What follows belongs to an exercise in optimizing a design on an open flow for small area, a short achievable clock period and few clock cycles per item; a production flow would make more cautious choices.
At most, simulation tests tie the RTL to the original design; equivalence was not proved.
No activity file was given, so power comes from the tool's default toggle rates.

job 4140:
## kyber_noise_acc
module kyber_noise_acc
(
	input  logic        clk,
	input  logic        rst,
	input  logic        start_i,
	input  logic        noise_empty_i,
	output logic        noise_req_o,
	input  kyber_params_pkg::noise_word_t noise_i,
	input  logic        poly_empty_i,
	output logic        poly_req_o,
	input  kyber_params_pkg::poly_word_t  poly_i,
	output kyber_params_pkg::poly_word_t  sum_o,
	output logic        sum_valid_o,
	output logic        done_o
);
For scale: about 1900 cells after synthesis, about 830 flip-flops, roughly 130 I/O pins.
==> module noise_acc_fsm, before the edit <==
module noise_acc_fsm
(
	input  logic clk,
	input  logic rst,
	input  logic start_i,
	input  logic noise_empty_i,
	input  logic poly_empty_i,
	input  logic last_i,       
	input  logic slot_i,       
	input  logic slot_next_i,  
	output logic noise_req_o,
	output logic poly_req_o,
	output logic noise_take_o,  
	output logic poly_take_o,   
	output logic step_o
);
	logic noise_act_q;   
	logic poly_act_q;    
	logic noise_wait_q;  
	logic poly_wait_q;   
	logic noise_act_d;
	logic poly_act_d;
	assign noise_req_o = !(noise_empty_i || noise_wait_q);
	assign poly_req_o  = !(poly_empty_i || poly_wait_q);
	assign noise_take_o = !noise_empty_i && noise_act_q && slot_i;
	assign poly_take_o  = !poly_empty_i && poly_act_q && slot_i;
	assign step_o       = noise_take_o || poly_take_o;
	assign noise_act_d = start_i || (noise_act_q && !(noise_take_o && last_i));
	assign poly_act_d  = (noise_take_o && last_i) || (poly_act_q && !(poly_take_o && last_i));
	always_ff @(posedge clk) begin
		if (rst) begin
			noise_act_q  <= 1'b0;
			poly_act_q   <= 1'b0;
			noise_wait_q <= 1'b1;
			poly_wait_q  <= 1'b1;
		end else begin
			noise_act_q  <= noise_act_d;
			poly_act_q   <= poly_act_d;
			noise_wait_q <= !(noise_act_d && slot_next_i);
			poly_wait_q  <= !(poly_act_d && slot_next_i);
		end
	end
endmodule
==> module word_counter, before the edit <==
module word_counter
(
	input  logic                          clk,
	input  logic                          clr_i,   
	input  logic                          step_i,  
	output logic                          last_o,
	output logic                          slot_o,      
	output logic                          slot_next_o  
);
	noise_acc_ctrl_pkg::word_idx_t idx_q;  
	logic [noise_acc_ctrl_pkg::RING_LEN_W-1:0] mis_q;
	logic [noise_acc_ctrl_pkg::RING_LEN_W-1:0] mis_next;
	assign last_o   = &idx_q;
	assign mis_next = clr_i ? '0 : mis_q + noise_acc_ctrl_pkg::RING_LEN_W'(!step_i);
	assign slot_o      = mis_q == '0;
	assign slot_next_o = mis_next == '0;
	always_ff @(posedge clk) begin
		idx_q <= clr_i ? '0 : idx_q + noise_acc_ctrl_pkg::WORD_IDX_W'(step_i);
		mis_q <= mis_next;
	end
endmodule
==> module cbd_sampler, before the edit <==
module cbd_sampler
(
	input  kyber_params_pkg::noise_word_t word_i,
	output noise_acc_ctrl_pkg::noise_enc_t samples_o
);
	for (genvar n = 0; n < kyber_params_pkg::LANES; n++) begin : g_lane
		logic [1:0] pos_sum;
		logic [1:0] neg_sum;
		assign pos_sum = word_i[kyber_params_pkg::ETA_SEL_BIT]
			? 2'(word_i[6*n]) + 2'(word_i[6*n+1]) + 2'(word_i[6*n+2])
			: 2'(word_i[4*n]) + 2'(word_i[4*n+1]);
		assign neg_sum = word_i[kyber_params_pkg::ETA_SEL_BIT]
			? 2'(word_i[6*n+3]) + 2'(word_i[6*n+4]) + 2'(word_i[6*n+5])
			: 2'(word_i[4*n+2]) + 2'(word_i[4*n+3]);
		assign samples_o[n*noise_acc_ctrl_pkg::NOISE_SAMPLE_W +: noise_acc_ctrl_pkg::NOISE_SAMPLE_W] = {1'b0, pos_sum} - {1'b0, neg_sum};
	end
endmodule
==> module kyber_noise_acc, before the edit <==
module kyber_noise_acc
(
	input  logic        clk,
	input  logic        rst,
	input  logic        start_i,
	input  logic        noise_empty_i,
	output logic        noise_req_o,
	input  kyber_params_pkg::noise_word_t noise_i,
	input  logic        poly_empty_i,
	output logic        poly_req_o,
	input  kyber_params_pkg::poly_word_t  poly_i,
	output kyber_params_pkg::poly_word_t  sum_o,
	output logic        sum_valid_o,
	output logic        done_o
);
	logic       step;
	logic       last;
	logic       slot;
	logic       slot_next;
	logic       noise_take;
	logic       poly_take;
	logic       noise_req_q;  
	logic       poly_req_q;   
	logic       last_q;       
	noise_acc_ctrl_pkg::noise_enc_t samples;
	noise_acc_ctrl_pkg::noise_enc_t stored;
	kyber_params_pkg::poly_word_t   sum_next;
	noise_acc_fsm u_fsm (
		.clk           (clk),
		.rst           (rst),
		.start_i       (start_i),
		.noise_empty_i (noise_empty_i),
		.poly_empty_i  (poly_empty_i),
		.last_i        (last),
		.slot_i        (slot),
		.slot_next_i   (slot_next),
		.noise_req_o   (noise_req_o),
		.poly_req_o    (poly_req_o),
		.noise_take_o  (noise_take),
		.poly_take_o   (poly_take),
		.step_o        (step)
	);
	word_counter u_counter (
		.clk         (clk),
		.clr_i       (start_i),
		.step_i      (step),
		.last_o      (last),
		.slot_o      (slot),
		.slot_next_o (slot_next)
	);
	always_ff @(posedge clk) begin
		if (rst) begin
			noise_req_q <= 1'b0;
			poly_req_q  <= 1'b0;
		end else begin
			noise_req_q <= noise_take;
			poly_req_q  <= poly_take;
		end
		last_q <= poly_take && last;
	end
	cbd_sampler u_sampler (
		.word_i    (noise_i),
		.samples_o (samples)
	);
	poly_ram u_ram (
		.clk       (clk),
		.shift_i   (noise_req_q || poly_req_q),
		.wr_data_i (samples),
		.rd_data_o (stored)
	);
	mod_q_adder u_adder (
		.a_i   (poly_i),
		.b_i   (stored),
		.sum_o (sum_next)
	);
	always_ff @(posedge clk) begin
		sum_o <= sum_next;
		if (rst) begin
			sum_valid_o <= 1'b0;
			done_o      <= 1'b0;
		end else begin
			sum_valid_o <= poly_req_q;
			done_o      <= !start_i && (done_o || (poly_req_q && last_q));
		end
	end
endmodule
Settings: LEC_CHECK=0, ABC_AREA=1, CAP_MARGIN=20, CORE_MARGIN=2, CORE_UTILIZATION=60, CTS_BUF_LIST=sky130_fd_sc_hd__clkbuf_8, CTS_CLUSTER_DIAMETER=60, CTS_CLUSTER_SIZE=20, SETUP_SLACK_MARGIN=3.4, SLEW_MARGIN=20; clock period 6.0 ns.
standard.sh (not shown) runs the stock make flow with config.mk's settings and CLKGATE_MAP_FILE= SYNTH_SCRIPT=/design/flow/synth_recipe.tcl, a recipe that flattens the netlist after the stock synthesis.
==> flow/flow/run.sh <==
#!/bin/bash
# Standard layout, with plain buffers (instead of the default delay-cell
# buffers) on the ports, and a clock tree without dummy balancing loads.
set -e
export BUFFER_PORTS_ARGS="-buffer_cell sky130_fd_sc_hd__buf_1"
export CTS_ARGS="-sink_clustering_enable -repair_clock_nets -sink_clustering_size 20 -sink_clustering_max_diameter 60 -buf_list sky130_fd_sc_hd__clkbuf_8 -dont_use_dummy_load"
bash standard.sh > standard.log 2>&1
Testbench counts of job 4140, summed over its fixed seeds: cycles 16,768, transforms 128.
What job 3193 does differently from job 4140 at the input level:
--- a/flow/design.v
+++ b/flow/design.v
@@ -30,10 +30,11 @@
 	input  logic noise_empty_i,
 	input  logic poly_empty_i,
 	input  logic last_i,       
 	input  logic slot_i,       
 	input  logic slot_next_i,  
+	output logic idle_o,       
 	output logic noise_req_o,
 	output logic poly_req_o,
 	output logic noise_take_o,  
 	output logic poly_take_o,   
 	output logic step_o
@@ -42,27 +43,28 @@
 	logic poly_act_q;    
 	logic noise_wait_q;  
 	logic poly_wait_q;   
 	logic noise_act_d;
 	logic poly_act_d;
+	assign idle_o = !noise_act_q && !poly_act_q;
 	assign noise_req_o = !(noise_empty_i || noise_wait_q);
 	assign poly_req_o  = !(poly_empty_i || poly_wait_q);
-	assign noise_take_o = !noise_empty_i && noise_act_q && slot_i;
+	assign noise_take_o = !noise_empty_i && (idle_o || (noise_act_q && slot_i));
 	assign poly_take_o  = !poly_empty_i && poly_act_q && slot_i;
 	assign step_o       = noise_take_o || poly_take_o;
 	assign noise_act_d = start_i || (noise_act_q && !(noise_take_o && last_i));
 	assign poly_act_d  = (noise_take_o && last_i) || (poly_act_q && !(poly_take_o && last_i));
 	always_ff @(posedge clk) begin
 		if (rst) begin
 			noise_act_q  <= 1'b0;
 			poly_act_q   <= 1'b0;
-			noise_wait_q <= 1'b1;
+			noise_wait_q <= 1'b0;
 			poly_wait_q  <= 1'b1;
 		end else begin
 			noise_act_q  <= noise_act_d;
 			poly_act_q   <= poly_act_d;
-			noise_wait_q <= !(noise_act_d && slot_next_i);
+			noise_wait_q <= !((noise_act_d && slot_next_i) || (!noise_act_d && !poly_act_d));
 			poly_wait_q  <= !(poly_act_d && slot_next_i);
 		end
 	end
 endmodule
 `timescale 1ns/1ps
@@ -76,35 +78,34 @@
 	output logic                          slot_next_o  
 );
 	noise_acc_ctrl_pkg::word_idx_t idx_q;  
 	logic [noise_acc_ctrl_pkg::RING_LEN_W-1:0] mis_q;
 	logic [noise_acc_ctrl_pkg::RING_LEN_W-1:0] mis_next;
-	assign last_o   = &idx_q;
+	noise_acc_ctrl_pkg::word_idx_t idx;    
+	assign idx      = clr_i ? '0 : idx_q;
+	assign last_o   = &idx;
 	assign mis_next = clr_i ? '0 : mis_q + noise_acc_ctrl_pkg::RING_LEN_W'(!step_i);
 	assign slot_o      = mis_q == '0;
 	assign slot_next_o = mis_next == '0;
 	always_ff @(posedge clk) begin
-		idx_q <= clr_i ? '0 : idx_q + noise_acc_ctrl_pkg::WORD_IDX_W'(step_i);
+		idx_q <= idx + noise_acc_ctrl_pkg::WORD_IDX_W'(step_i);
 		mis_q <= mis_next;
 	end
 endmodule
 `timescale 1ns/1ps
 module cbd_sampler
 (
 	input  kyber_params_pkg::noise_word_t word_i,
 	output noise_acc_ctrl_pkg::noise_enc_t samples_o
 );
 	for (genvar n = 0; n < kyber_params_pkg::LANES; n++) begin : g_lane
-		logic [1:0] pos_sum;
-		logic [1:0] neg_sum;
-		assign pos_sum = word_i[kyber_params_pkg::ETA_SEL_BIT]
-			? 2'(word_i[6*n]) + 2'(word_i[6*n+1]) + 2'(word_i[6*n+2])
-			: 2'(word_i[4*n]) + 2'(word_i[4*n+1]);
-		assign neg_sum = word_i[kyber_params_pkg::ETA_SEL_BIT]
-			? 2'(word_i[6*n+3]) + 2'(word_i[6*n+4]) + 2'(word_i[6*n+5])
-			: 2'(word_i[4*n+2]) + 2'(word_i[4*n+3]);
-		assign samples_o[n*noise_acc_ctrl_pkg::NOISE_SAMPLE_W +: noise_acc_ctrl_pkg::NOISE_SAMPLE_W] = {1'b0, pos_sum} - {1'b0, neg_sum};
+		logic [5:0] bits;
+		assign bits = word_i[kyber_params_pkg::ETA_SEL_BIT]
+			? {~word_i[6*n+3 +: 3], word_i[6*n +: 3]}
+			: {1'b0, 1'b1, ~word_i[4*n+2 +: 2], word_i[4*n +: 2]};
+		assign samples_o[n*noise_acc_ctrl_pkg::NOISE_SAMPLE_W +: noise_acc_ctrl_pkg::NOISE_SAMPLE_W] =
+			3'(bits[0]) + 3'(bits[1]) + 3'(bits[2]) + 3'(bits[3]) + 3'(bits[4]) + 3'(bits[5]) - 3'd3;
 	end
 endmodule
 `timescale 1ns/1ps
 module poly_ram
 (
@@ -192,10 +193,11 @@
 	output logic        done_o
 );
 	logic       step;
 	logic       last;
 	logic       slot;
+	logic       idle;
 	logic       slot_next;
 	logic       noise_take;
 	logic       poly_take;
 	logic       noise_req_q;  
 	logic       poly_req_q;   
@@ -210,19 +212,20 @@
 		.noise_empty_i (noise_empty_i),
 		.poly_empty_i  (poly_empty_i),
 		.last_i        (last),
 		.slot_i        (slot),
 		.slot_next_i   (slot_next),
+		.idle_o        (idle),
 		.noise_req_o   (noise_req_o),
 		.poly_req_o    (poly_req_o),
 		.noise_take_o  (noise_take),
 		.poly_take_o   (poly_take),
 		.step_o        (step)
 	);
 	word_counter u_counter (
 		.clk         (clk),
-		.clr_i       (start_i),
+		.clr_i       (idle),
 		.step_i      (step),
 		.last_o      (last),
 		.slot_o      (slot),
 		.slot_next_o (slot_next)
 	);
==> summary.txt <==
- Job 3193 vs. job 4140: share of power burned in combinational logic higher; aggregate routed wire length lower.
- Number of instances in the synthesized netlist (job 3193 over job 4140): increase, 33
- Sort job 4140 and job 3193 by wire length of the first global-routing pass desc -> top: job 3193
- Job 3193 vs. job 4140: global-route usage neither gained nor lost much; average vias per placed instance lost about 0.34%; clock insertion delay at the later pin of the skew report picked up an extra 0.05 ns.
- In job 3193, transition time of the tightest slew-check pin is lower than in job 4140.
- Job 4140 has higher final setup slack of the worst path than job 3193.
Function not checked in job 3193: the RTL went through the layout flow alone.

port drivers added, routing unchanged:
The flow's constraints put no driver on any port. The routed layouts listed below were extracted and timed again, unchanged, in two steps. Step 1 sets driving cells, clkbuf_16 on the clock port and buf_2 on the other inputs (assumed; they add their load-dependent delay and slew). Step 2 times the ports against the registers' clock, not the clock port: input delays grow and output delays shrink by t, the midpoint of the rising clock arrivals with the driver on. Three values: ideal ports, drivers, drivers and shift; two values: the first two.
run	t, ns	setup slack, ns	worst setup path after step 2	latest minus earliest clock arrival (ns)
job 4140	0.629	3.298 / 3.264 / 2.908	input to register	0.051 / 0.051
job 3193	0.669	3.084 / 2.960 / 2.291	input to register	0.090 / 0.090
After both steps setup and hold are still met in every run listed. For job 3193, which loses most, drivers alone change the setup slack by -0.124 ns; drivers and shift together by -0.793 ns.
